Source: an optimization exercise on an open RTL-to-GDS flow (aim: a short achievable clock period and few clock cycles). Production flows keep margins and buffers that such runs may drop. Function was checked by simulation only, so behaviour that the tests miss may differ from the original. Power is estimated from default activity; no workload was simulated.

**flow/config.mk**
```make
export PLATFORM = sky130hd
export DESIGN_NAME = cpuTop
export DESIGN_NICKNAME = cpuTop
export VERILOG_FILES = /design/flow/design.v
export SDC_FILE = /design/flow/constraint.sdc
export NUM_CORES = 4
export LEC_CHECK = 0
export CAP_MARGIN = 20
export CORE_MARGIN = 2
export CORE_UTILIZATION = 40
export SETUP_SLACK_MARGIN = 5
export SLEW_MARGIN = 20
```
**flow/constraint.sdc**
```tcl
create_clock -name core_clock -period 9.0 [get_ports {Clk}]
set_input_delay 1.8000 -clock core_clock [delete_from_list [all_inputs] [get_ports {Clk}]]
set_output_delay 1.8000 -clock core_clock [all_outputs]
set_load 0.01 [all_outputs]
```
**flow/design.v**
```verilog
package cpuPkg;
    typedef logic [32-1:0] word_t;
    typedef logic [$clog2(16)-1:0] regIdx_t;
    typedef enum logic [3:0] {
        OP_AND   = 4'd0,
        OP_EOR   = 4'd1,
        OP_SUB   = 4'd2,
        OP_RSB   = 4'd3,
        OP_ADD   = 4'd4,
        OP_ORR   = 4'd12,
        OP_MOV   = 4'd13,
        OP_PASSA = 4'd14,
        OP_INC4  = 4'd15
    } aluOp_t;
    typedef enum logic [3:0] {
        FETCH0, FETCH1, DECODE, DPREG, DPIMM, MEMADDR,
        LOADWAIT, LOADWB, STOREDATA, STOREWAIT, HALT
    } microState_t;
    typedef enum logic [1:0] {SEQ, DISPATCH, WAITACK, STOP} nextSel_t;
    typedef enum logic [1:0] {A_RN, A_RD, A_PC} aSel_t;
    typedef enum logic [1:0] {B_REG, B_IMM8, B_OFF12, B_MDR} bSel_t;
    typedef struct packed {
        logic        regWrite;
        logic        irLoad;
        logic        marLoad;
        logic        mdrLoad;
        logic        mdrFromBus;
        logic        busReq;
        logic        busWrite;
        aSel_t       aSel;
        bSel_t       bSel;
        aluOp_t      aluOpSel;
        logic        useInstrOp;
        logic        cSelPc;
        nextSel_t    nextSel;
        microState_t target;
    } microWord_t;
endpackage
`timescale 1ns/100ps
module ksAdd #(parameter int W = 32) (
    input  logic [W-1:0] a,
    input  logic [W-1:0] b,
    input  logic         cin,
    output logic [W-1:0] s
);
    localparam int L = $clog2(W);
    logic [W-1:0] g [0:L];
    logic [W-1:0] p [0:L];
    logic [W-1:0] c;
    always_comb begin
        g[0] = a & b;
        p[0] = a ^ b;
        g[0][0] = (a[0] & b[0]) | ((a[0] ^ b[0]) & cin);
        for (int k = 0; k < L; k++) begin
            for (int i = 0; i < W; i++) begin
                if (i >= (1 << k)) begin
                    g[k+1][i] = g[k][i] | (p[k][i] & g[k][i - (1 << k)]);
                    p[k+1][i] = p[k][i] & p[k][i - (1 << k)];
                end else begin
                    g[k+1][i] = g[k][i];
                    p[k+1][i] = p[k][i];
                end
            end
        end
        c = {g[L][W-2:0], cin};
        s = (a ^ b) ^ c;
    end
endmodule
module ksAddPG #(parameter int W = 32) (
    input  logic [W-1:0] g,
    input  logic [W-1:0] p,
    input  logic         cin,
    output logic [W-1:0] s
);
    localparam int L = $clog2(W);
    logic [W-1:0] gg [0:L];
    logic [W-1:0] pp [0:L];
    always_comb begin
        gg[0] = g;
        pp[0] = p;
        gg[0][0] = g[0] | (p[0] & cin);
        for (int k = 0; k < L; k++) begin
            for (int i = 0; i < W; i++) begin
                if (i >= (1 << k)) begin
                    gg[k+1][i] = gg[k][i] | (pp[k][i] & gg[k][i - (1 << k)]);
                    pp[k+1][i] = pp[k][i] & pp[k][i - (1 << k)];
                end else begin
                    gg[k+1][i] = gg[k][i];
                    pp[k+1][i] = pp[k][i];
                end
            end
        end
        s = p ^ {gg[L][W-2:0], cin};
    end
endmodule
`timescale 1ns/100ps
module cpuTop (
    input  logic        Clk,
    input  logic        reset,
    output logic        Cyc,
    output logic        Stb,
    output logic        We,
    output logic [31:0] Adr,
    output logic [31:0] DatO,
    input  logic [31:0] DatI,
    input  logic        Ack,
    output logic        Halted
);
    logic clr;     
    logic fw;      
    logic lsr;     
    logic lsa;     
    logic lw;      
    logic rdv;     
    logic exv;     
    logic jf;      
    logic stbQ, weQ, haltQ;
    logic [31:0] ir, pc, adrQ, datoQ;
    logic [31:0] regs [0:14];
    logic [15:0] selD;                
    logic [15:0] selN, selM, selNn, selMn;
    logic [31:0] exG, exP;    
    logic        exCin, exPc, ldPc;
    logic [14:0] exWen;
    logic [3:0] dOp;
    logic       dOpOk, dDp, dLs, dPcw, dCont, dHalt, dJmpImm;
    assign dOp   = DatI[24:21];
    assign dOpOk = (dOp == 4'd0) || (dOp == 4'd1) || (dOp == 4'd2) || (dOp == 4'd3) ||
                   (dOp == 4'd4) || (dOp == 4'd12) || (dOp == 4'd13);
    assign dDp   = !DatI[20] && dOpOk &&
                   ((DatI[27:25] == 3'b000 && DatI[11:4] == 8'h00) ||
                    (DatI[27:25] == 3'b001 && DatI[11:8] == 4'h0));
    assign dLs   = (DatI[27:25] == 3'b010) && (DatI[24:21] == 4'b1100);
    assign dPcw  = (DatI[15:12] == 4'hf);
    assign dCont = dDp && !dPcw;
    assign dHalt = !dDp && !dLs;
    assign dJmpImm = dDp && dPcw && DatI[25] && (dOp == 4'd4);
    logic [31:0] va, vm, vd, vb;
    logic [31:0] rf [0:15];
    always_comb begin
        for (int i = 0; i < 15; i++) rf[i] = regs[i];
        rf[15] = pc;    
    end
    always_comb begin
        va = '0;
        vm = '0;
        vd = '0;
        for (int i = 0; i < 16; i++) begin
            va = va | (rf[i] & {{16{~selNn[i]}}, {16{selN[i]}}});
            vm = vm | (rf[i] & {{16{~selMn[i]}}, {16{selM[i]}}});
            vd = vd | (rf[i] & {32{selD[i]}});
        end
    end
    assign vb = vm | ({24'h0, ir[7:0]} & {32{ir[25]}});
    logic opAnd, opSub, opRsb, opOrr, opMov, opArith;
    logic [31:0] aIn, bIn;
    assign aIn = opRsb ? ~va : (opMov ? 32'h0 : va);
    assign bIn = opSub ? ~vb : vb;
    logic [31:0] baseQ, lsAdr;
    ksAdd #(.W(32)) uAdr (.a(baseQ), .b({20'h0, ir[11:0]}), .cin(1'b0), .s(lsAdr));
    logic [15:0] dSelN;
    logic [31:0] vaEarly;
    logic        baseHaz;    
    always_comb begin
        for (int i = 0; i < 16; i++) dSelN[i] = (DatI[19:16] == 4'(i));
        vaEarly = pc4 & {32{dSelN[15]}};
        for (int i = 0; i < 15; i++) vaEarly = vaEarly | (regs[i] & {32{dSelN[i]}});
    end
    assign baseHaz = exv && ((exWen & dSelN[14:0]) != 15'h0);
    logic [31:0] sum, pc4;
    logic        jmp;
    ksAddPG #(.W(32)) uSum (.g(exG), .p(exP), .cin(exCin), .s(sum));
    assign jmp = exv && exPc;
    assign pc4 = pc + 32'd4;
    logic ackNext;    
    assign ackNext = fw ? dCont : !ldPc;
    always_ff @(posedge Clk) begin
        clr <= reset;
        if (reset) begin
            fw    <= 1'b0;
            lsr   <= 1'b0;
            lsa   <= 1'b0;
            lw    <= 1'b0;
            rdv   <= 1'b0;
            jf    <= 1'b0;
            exv   <= 1'b0;
            stbQ  <= 1'b0;
            haltQ <= 1'b0;
        end else begin
            stbQ  <= Ack ? ackNext : (stbQ || clr || lsa || jmp || jf);
            fw    <= Ack ? ackNext : (fw || clr || jmp || jf);
            lw    <= Ack ? 1'b0 : (lw || lsa);
            lsr   <= Ack && fw && dLs && baseHaz;
            lsa   <= lsr || (Ack && fw && dLs && !baseHaz);
            rdv   <= Ack && fw && dDp && !(dJmpImm && !exv);
            jf    <= Ack && fw && dJmpImm && !exv;
            haltQ <= haltQ || (Ack && fw && dHalt);
            exv   <= rdv || (Ack && lw && !weQ);
        end
    end
    logic [31:0] adrNoAck, pcNoAck;
    always_comb begin
        if (clr)             adrNoAck = '0;
        else if (jmp)        adrNoAck = sum;
        else if (lsa || lw || jf) adrNoAck = lsAdr;
        else                 adrNoAck = pc;
        if (clr)      pcNoAck = '0;
        else if (jmp) pcNoAck = sum;
        else if (jf)  pcNoAck = lsAdr;
        else          pcNoAck = pc;
    end
    always_ff @(posedge Clk) begin
        if (fw) begin
            ir <= DatI;
            for (int i = 0; i < 16; i++) selD[i] <= (DatI[15:12] == 4'(i));
        end
        for (int i = 0; i < 16; i++) begin
            selN[i]  <= (DatI[19:16] == 4'(i));
            selNn[i] <= !(DatI[19:16] == 4'(i));
            selM[i]  <= !DatI[25] && (DatI[3:0] == 4'(i));
            selMn[i] <= !(!DatI[25] && (DatI[3:0] == 4'(i)));
        end
        opAnd <= (DatI[24:21] == 4'd0);
        opSub <= (DatI[24:21] == 4'd2);
        opRsb <= (DatI[24:21] == 4'd3);
        opOrr <= (DatI[24:21] == 4'd12);
        opMov <= (DatI[24:21] == 4'd13);
        opArith <= (DatI[24:21] == 4'd2) || (DatI[24:21] == 4'd3) || (DatI[24:21] == 4'd4);
        pc   <= (Ack && fw) ? pc4 : pcNoAck;
        adrQ <= Ack ? (fw ? pc4 : pc) : adrNoAck;
        datoQ <= vd;
        weQ   <= !ir[20] && (lsa || (lw && !Ack));
        if (fw || lsr) baseQ <= lsr ? va : vaEarly;
        if (lsa) begin
            ldPc  <= ir[20] && selD[15];
            exPc  <= selD[15];
            exWen <= selD[14:0];
        end
        if (lw) begin
            exP   <= DatI;
            exG   <= '0;
            exCin <= 1'b0;
        end else begin
            exP   <= opAnd ? (va & vb) : (opOrr ? (va | vb) : (aIn ^ bIn));
            exG   <= opArith ? (aIn & bIn) : 32'h0;
            exCin <= opSub || opRsb;
        end
        if (rdv) begin
            exPc  <= selD[15];
            exWen <= selD[14:0];
        end
        for (int i = 0; i < 15; i++) begin
            if (clr) regs[i] <= '0;
            else if (exv && exWen[i]) regs[i] <= sum;
        end
    end
    assign Cyc    = stbQ;
    assign Stb    = stbQ;
    assign We     = weQ;
    assign Adr    = adrQ;
    assign DatO   = datoQ;
    assign Halted = haltQ;
endmodule
```
**flow/flow/run.sh**
```bash
#!/bin/bash
set -euo pipefail
bash standard.sh SETUP_SLACK_MARGIN=6.5 finish > orfs_make.log 2>&1
```
**flow/standard.sh**
```bash
#!/bin/bash
# synth_recipe.tcl (not shown) runs the flow's synth.tcl, then flattens the netlist and writes it again
# the make line also repeats each setting of config.mk as NAME=value (left out here)
make -C /OpenROAD-flow-scripts/flow DESIGN_CONFIG=/design/flow/config.mk WORK_HOME=/design/flow/orfs CLKGATE_MAP_FILE= SYNTH_SCRIPT=/design/flow/synth_recipe.tcl "${@:-finish}"
```
==> summary.txt, run 1 <==
Yosys
  • Most used DFF post-synth: dfxtp_1
  • Post-Synth Simple-Gate Area: 17.5%
  • Syn Area/Cell: 8.18 µm²
  • Adder-cell share of the synthesized area: 1.36%
  • Yosys warnings: 9
  • Seq/Total Area, Yosys: 39.2%
  • Post-synth EDFFs: 111
  • Synth async-reset ratio: 0%
  • Combinational family with the most area after synthesis: compound AO/OA/AOI/OAI gates
  • Synth Area in Compound Gates: 31.6%
  • Seq cells post-synth: 800
  • Synth Cell Area: 43,700 µm²
  • XOR/XNOR Fraction of Synth Area: 2.56%
  • Synth Instances: 5,338
  • Synth unique cells: 89
  • Post-synthesis mux area share: 1.49%
  • Synth Net Count: 5,420

Die
  • Die ar.: 112,000 µm²
  • Die H: 334 µm
  • Placeable Area: 109,000 µm²
  • IO Count: 103
  • Die Wd: 334 µm
  • Num rows: 121
  • Initial Utilization: 40.2%

Drt
  • Vias per cell: 7.71
  • DRT Pass-1 Iters: 22
  • 1st-iter DRT viols: 12,300
  • Vias: 55,800
  • Post-DRT Antenna Nets: 0
  • DRC viols: 0
  • Drt total wl: 301,000 µm
  • DR WL/cell: 41.5 µm

Clock network
  • Clk latency of the worst-skew pair: 0.73 ns
  • # H-tree levels: 3
  • CTS clk-pin slew, worst paths: 0.06 ns
  • CTS Hold Bufs: 0
  • Clk buf depth: 3
  • CTS tree: done
  • Inserted Clock Buffers: 93
  • Clk root buf: clkbuf_16
  • Clock sink count: 800

Outcome
  • Status: no timing/DRC/antenna violations

Worst setup path
  • R2R Path Start: exP[0]$_DFF_P_
  • Max FO, Critical Path: 8
  • Reg2Reg Depth: 15
  • Crit. End Element: flip-flop
  • Startpoint Class: flip-flop
  • Worst Path Required: 9.64 ns
  • Crit path kind: flip-flop to flip-flop
  • Reg2reg end: regs[1][18]$_SDFFE_PP0P_
  • Critical Path End: regs[1][18]$_SDFFE_PP0P_
  • CP startpoint: exP[0]$_DFF_P_
  • FF-to-FF setup slack: 5.87 ns
  • Crit path DAT: 3.77 ns

Global routing
  • GRT overflow: 0
  • GRT Overall Usage: 50.7%
  • Initial antenna violation count: 15
  • Largest net degree at the start of global routing: 98
  • Vias in the first global route: 49,200
  • First-pass GRT wire length: 398,000 µm

Pwr
  • Leak: 21.9 nW
  • Peak supply drop: 0.148 mV
  • PD cells: 152 nW/µm²

Timing
  • Setup TNS: 0 ns
  • Tcrit/Tclk final: 34.8%
  • Slew at the pin closest to its max-slew limit: 1.17 ns
  • Achievable Freq: 319 MHz
  • RSZ-0062 raised after global routing: true
  • Minimum clock period: 3.13 ns
  • Clock Skew: 0.0466 ns
  • Final Max Tran Viols: 0
  • Worst Hold Slack: 0.476 ns
  • Final number of hold-violating endpoints: 0
  • # setup viols final: 0
  • Slew HR: 21.2%

Layout
  • Post-layout util: 56.5%
  • Layout cells sized above 1: 33.1%
  • Area Growth Syn to Fin: 40.6%
  • Layout Nets: 5,803

Hold path
  • HP Class: flip-flop to flip-flop

Flow run
  • Max-Cap Viols: 0

Placed design
  • IO buf count: 102
  • GP Congestion: 1.07
  • DP HPWL: 161,000 µm
[cells in the final DEF (no fill, tap or decap), types with 26 or more instances in the layout]
master,n
ha_1,26
a21oi_2,119
xnor2_1,52
a211oi_2,74
clkbuf_16,109
or3_1,33
nor2_4,71
nand2_1,605
inv_1,151
a211oi_1,37
a22o_1,238
buf_12,96
a21oi_1,352
and2_1,37
dfxtp_4,45
nand3_1,124
dfxtp_2,56
nor2_1,309
buf_8,27
nor3_1,33
o21ai_0,67
buf_4,401
dfxtp_1,588
a221oi_1,208
nand4_1,143
nand2_4,57
buf_2,39
edfxtp_1,111
a22oi_2,71
o22ai_1,74
nand2_2,30
a221oi_2,77
o21ai_1,44
buf_16,58
buf_6,149
mux2i_1,27
a22oi_1,304
o211ai_1,50
[how the worst min path moves through the flow]
stage	slack, ns	to	cells after the start	start
finish	0.48	weQ$_DFF_P_	1	ir[20]$_DFFE_PP_
detailed placement	0.46	weQ$_DFF_P_	1	ir[20]$_DFFE_PP_
global route	0.50	haltQ$_SDFF_PP0_	2	haltQ$_SDFF_PP0_
CTS	0.47	weQ$_DFF_P_	1	ir[20]$_DFFE_PP_
floorplan	0.40	weQ$_DFF_P_	1	ir[20]$_DFFE_PP_
global placement	0.45	exv$_SDFF_PP0_	2	rdv$_SDFF_PP0_
[final cells by class]
class | count | area [µm²]
fill | 9418 | 47200
multi-input combinational | 3839 | 29000
sequential | 800 | 17400
timing repair buffer | 803 | 9240
clock buffer | 136 | 2840
tap | 1414 | 1770
inverter | 184 | 830
clock inverter | 39 | 327
antenna | 22 | 55.1
[worst max-delay path, stage by stage, from the launching register on]
cell and delay [ns]:
dfxtp_2 0.33, ha_4 0.15, or2_4 0.23, ha_4 0.16, o211ai_1 0.27, a21boi_2 0.13
a211o_4 0.44, buf_6 0.15, o21ai_4 0.17, buf_6 0.14, a31o_4 0.18, xnor2_4 0.15
buf_12 0.19, buf_16 0.17, nand2_4 0.05, a21oi_2 0.15
[stage by stage]
stage	cells	power (W)	setup WS [ns]	cell area, µm²
floorplan	5338	0.00431	5.81	44800
global placement	6508	0.00476	3.66	46600
detailed placement	6508	0.00477	3.61	46600
CTS	7114	0.00902	5.98	57700
global route	7219	0.00940	5.79	61300
finish	7237	0.00934	5.87	61400
[cell usage after synthesis (118+ instances only)]
cell type,instances,area (µm²)
inv_1,179,672
clkbuf_1,468,1760
nand3_1,149,746
nand4_1,143,895
o21ai_0,118,591
nor2_1,391,1470
dfxtp_1,689,13800
a21oi_1,474,2370
nand2_1,698,2620
a221oi_1,289,2530
a22oi_1,375,2820
a22o_1,239,2090
[repair_timing]
action                                 in CTS  in global routing
cloned                                     52                  6
endpoints found under the hold margin       0                  0
gates resized for setup                  1229                590
pin swaps                                 286                321
buffers inserted                          379                 94
setup endpoints to repair                 697                506
[sequential cells by signal, summed over array words and instances (netlist names), 14 cells and up]
name and count:
adrQ 32, baseQ 32, datoQ 32, exG 31, exP 32, exWen 15, ir 14, pc 32
regs 480, selD 16, selM 16, selMn 16, selN 16, selNn 16
[routing by layer]
layer  part of all wire (%)  GRT usage [%]  vias up
met5                   0.85           9.99        -
met4                    9.7           35.9       59
met3                     20           36.1     2140
met2                     36           63.4     6316
met1                     34           58.3    26300
li1                       -              -    20900
[cells by family after synthesis]
logic type,Yosys count
flip-flops,800
AO/OA/AOI/OAI,1927
multiplexers,61
buffers and inverters,700
adder cells (fa/ha/maj),47
XOR/XNOR,125
AND/OR/NAND/NOR,1678
[report_power, final]
part	leakage, nW	switching, W	internal [W]	total, W
clock network	1.58	0.00175	0.00228	0.00403
logic	13.6	0.000973	0.000510	0.00148
registers	6.69	0.000122	0.00370	0.00382
total	21.9	0.00284	0.00649	0.00934
Testbench counts, summed over its fixed seeds: cycles 59,977.
==> inputs of run 2 (changes only) <==
--- a/flow/config.mk
+++ b/flow/config.mk
@@ -7,6 +7,6 @@
 export LEC_CHECK = 0
 export CAP_MARGIN = 20
 export CORE_MARGIN = 2
-export CORE_UTILIZATION = 40
+export CORE_UTILIZATION = 35
 export SETUP_SLACK_MARGIN = 5
 export SLEW_MARGIN = 20
==> run 2 against run 1 <==
  * First-iteration DRC count grew 5.9%
  * Cell count grew 3.2%
  * Final area is 0.49% higher
  * Clock-buffer cell count stayed put
  * Global-route usage is 6.4 points lower
  * Sequential cell count unchanged
  * Clock skew rose by 0.0072 ns
  * Total power grew 2.4%
  * Synthesized cell count unchanged
  * Die area grew 14%
  * Combinational power barely moved
  * Utilization is 6.7 points lower
  * Critical path type unchanged
==> summary.txt, run 2 <==
Drt
  • Vias per cell: 7.46 (was 7.71)
  • DRT Pass-1 Iters: 27 (was 22)
  • Vias: 55,700 (was 55,800)
  • DR WL/cell: 40.3 µm (was 41.5 µm)
  • Drt total wl: 301,000 µm (about the same)
  • DRC viols: 0 (unchanged)
  • 1st-iter DRT viols: 13,000 (was 12,300)
  • Post-DRT Antenna Nets: 0 (unchanged)

Clock network
  • # H-tree levels: 3 (unchanged)
  • Clk buf depth: 3 (unchanged)
  • CTS Hold Bufs: 0 (unchanged)
  • Clock sink count: 800 (unchanged)
  • Clk latency of the worst-skew pair: 0.75 ns (was 0.73 ns)
  • Inserted Clock Buffers: 90 (was 93)
  • Clk root buf: clkbuf_16 (unchanged)
  • CTS tree: done (unchanged)
  • CTS clk-pin slew, worst paths: 0.06 ns (about the same)

Worst setup path
  • Max FO, Critical Path: 8 (unchanged)
  • Crit path kind: flip-flop to flip-flop (unchanged)
  • Crit path DAT: 3.50 ns (was 3.77 ns)
  • Crit. End Element: flip-flop (unchanged)
  • Startpoint Class: flip-flop (unchanged)
  • Worst Path Required: 9.44 ns (was 9.64 ns)

Global routing
  • GRT overflow: 0 (unchanged)
  • GRT Overall Usage: 44.3% (was 50.7%)
  • Initial antenna violation count: 32 (was 15)
  • Largest net degree at the start of global routing: 199 (was 98)
  • First-pass GRT wire length: 398,000 µm (about the same)
  • Vias in the first global route: 49,600 (was 49,200)

Yosys
  • Post-synth EDFFs: 111 (unchanged)
  • Synth Net Count: 5,420 (unchanged)
  • Post-synthesis mux area share: 1.49% (unchanged)
  • Synth Cell Area: 43,700 µm² (unchanged)
  • Commonest cells post-synth: nand2_1, dfxtp_1, a21oi_1 (unchanged)
  • Count leader, synth: nand2_1 (unchanged)
  • XOR/XNOR Fraction of Synth Area: 2.56% (unchanged)
  • Seq cells post-synth: 800 (unchanged)
  • Synth Instances: 5,338 (unchanged)
  • Seq/Total Area, Yosys: 39.2% (unchanged)
  • Top cell type's share of synthesized area: 31.6% (unchanged)
  • Synth Area in Compound Gates: 31.6% (unchanged)
  • Synth area leader: dfxtp_1 (unchanged)
  • Syn Area/Cell: 8.18 µm² (unchanged)
  • Adder-cell share of the synthesized area: 1.36% (unchanged)
  • Yosys warnings: 9 (unchanged)
  • Synth unique cells: 89 (unchanged)
  • Top post-synthesis cells by area: dfxtp_1, edfxtp_1, a22oi_1 (unchanged)
  • Post-Synth Simple-Gate Area: 17.5% (unchanged)
  • Most used DFF post-synth: dfxtp_1 (unchanged)
  • Combinational family with the most area after synthesis: compound AO/OA/AOI/OAI gates (unchanged)
  • Synth async-reset ratio: 0% (unchanged)

Layout
  • Max FFs per register: 480 (unchanged)
  • Layout cells sized above 1: 32.6% (was 33.1%)
  • Post-route cell area: 61,700 µm² (was 61,400 µm²)
  • Largest Register: regs (unchanged)
  • Most common cell after layout, fill and taps aside: nand2_1 (unchanged)
  • Fillers: 11,200 (was 9,418)
  • Layout Nets: 5,802 (was 5,803)
  • Commonest non-fill, non-tap cells in the layout: nand2_1, dfxtp_1, buf_4 (unchanged)
  • Area Growth Syn to Fin: 41.3% (was 40.6%)

Timing
  • Final Max Tran Viols: 0 (unchanged)
  • Slew at the pin closest to its max-slew limit: 1.13 ns (was 1.17 ns)
  • Setup TNS: 0 ns (unchanged)
  • Minimum clock period: 3.06 ns (was 3.13 ns)
  • Tcrit/Tclk final: 33.9% (was 34.8%)
  • Worst Hold Slack: 0.458 ns (was 0.476 ns)
  • RSZ-0062 raised after global routing: true (unchanged)
  • # setup viols final: 0 (unchanged)
  • Slew HR: 24.6% (was 21.2%)
  • Final number of hold-violating endpoints: 0 (unchanged)
  • Clock Skew: 0.0538 ns (was 0.0466 ns)
  • Achievable Freq: 327 MHz (was 319 MHz)

Placed design
  • Placed Instance Area: 46,800 µm² (was 46,600 µm²)
  • GP Congestion: 1.06 (was 1.07)
  • DP HPWL: 165,000 µm (was 161,000 µm)
  • IO buf count: 102 (unchanged)

Pwr
  • Peak supply drop: 0.154 mV (was 0.148 mV)
  • PD cells: 155 nW/µm² (was 152 nW/µm²)
  • Leak: 21.6 nW (was 21.9 nW)

Hold path
  • HP Class: flip-flop to flip-flop (unchanged)

Outcome
  • Status: no timing/DRC/antenna violations (unchanged)

Die
  • IO Count: 103 (unchanged)
  • Die H: 357 µm (was 334 µm)
  • Placeable Area: 124,000 µm² (was 109,000 µm²)
  • Initial Utilization: 35.3% (was 40.2%)
  • Num rows: 129 (was 121)
  • Die ar.: 128,000 µm² (was 112,000 µm²)
  • Die Wd: 357 µm (was 334 µm)

Flow run
  • Max-Cap Viols: 0 (unchanged)
## run 2: cell counts after synthesis
No cell type changed its count.
## run 2: path summary, 6_finish.rpt
kind | from | end | slack [ns] | cells past startpoint
worst max-delay path | baseQ[0]$_DFFE_PP_ | pc[22]$_DFFE_PP_ | 5.94 | 11
worst max register to register | baseQ[0]$_DFFE_PP_ | pc[22]$_DFFE_PP_ | 5.94 | 11
worst min-delay path | ir[20]$_DFFE_PP_ | weQ$_DFF_P_ | 0.46 | 1
worst min register to register | ir[20]$_DFFE_PP_ | weQ$_DFF_P_ | 0.46 | 1
## run 2: kinds of logic (layout without fill, tap and decap cells)
logic type	after synthesis	in the layout
AOI/OAI and AO/OA	1927	1927
and+or+nand+nor	1678	1679
DFF	800	800
buffers and inverters	700	1157
xor gates and xnor gates	125	125
muxes	61	61
adders and majority gates	47	47
other	0	36
## run 2: per-stage QoR
step / std cells / util [%] / setup WS, ns / total power [W]
finish: 7469 / 49.8 / 5.94 / 0.00957
global route: 7441 / 49.8 / 5.92 / 0.00963
CTS: 7297 / 46.7 / 5.97 / 0.00922
detailed placement: 6726 / 37.8 / 3.86 / 0.00477
global placement: 6726 / 37.8 / 3.92 / 0.00477
floorplan: 5338 / - / 5.81 / 0.00431
## run 2: worst max-delay path, cell delays in order, from the launching register on
cell,delay [ns]
edfxtp_1,0.51
ha_2,0.26
fa_2,0.36
a211oi_2,0.23
o21ai_2,0.11
o31ai_4,0.22
o211a_1,0.30
a211oi_4,0.10
buf_12,0.18
nand2_2,0.11
xor2_4,0.26
o211ai_1,0.13
## run 2: final cells by class
type / instances / area (µm²) / area share [%]
multi-input combinational: 3839 / 28700 / 46.6
inverter: 184 / 852 / 1.38
clock buffer: 136 / 2930 / 4.74
clock inverter: 32 / 452 / 0.732
tap: 1637 / 2050 / 3.32
timing repair buffer: 805 / 9210 / 14.9
sequential: 800 / 17400 / 28.2
antenna: 36 / 90.1 / 0.146
## run 2: layer usage
layer	vias to the layer above	routed length [µm]	part of all wire [%]	track usage, %
li1	20900	-	-	-
met1	26500	102000	34	51.3
met2	6139	110000	37	57.3
met3	2145	57100	19	28.6
met4	36	29600	9.8	32.3
met5	-	1650	0.55	5.48
## run 2: timing repair
item,4_1_cts,5_1_grt
pin swaps,272,259
endpoints found under the setup margin,641,518
setup buffers,358,124
resized for setup,1214,551
gates cloned,45,12
## run 2: report_power, final
| part | internal, W | leakage (nW) | switching (W) |
|---|---|---|---|
| Clock | 0.00252 | 1.66 | 0.00176 |
| Combinational | 0.000506 | 13.2 | 0.000959 |
| Sequential | 0.00370 | 6.70 | 0.000128 |

[separate check: timing with driven ports]
No port has a modelled driver above. Below, the same layouts with a new extraction and two added sets of constraints.
Step 1: set_driving_cell puts a clkbuf_16 on Clk and a buf_2 on each other input, an assumption about the parent block.
Step 2 adds t to the input delays and takes it off the output delays; t is the mean of the earliest and latest rising clock arrival at the registers after step 1. Input paths then give back, and output paths get back, about the clock's delay inside the block.
a / b / c = no drivers / after step 1 / after step 2; a / b = the first two.
run	t (ns)	setup slack, ns	worst setup path at the end	worst register clock-pin slew, ns	pins driven straight from the clock port
run 1	0.772	5.870 / 5.870 / 5.297	input to register	0.07 / 0.07	1
run 2	0.796	5.945 / 5.910 / 5.162	input to register	0.07 / 0.07	1
After both steps every run listed still meets setup and hold. The setup slack of run 2, which loses most, moves by -0.035 ns with the drivers and by -0.783 ns with both steps.
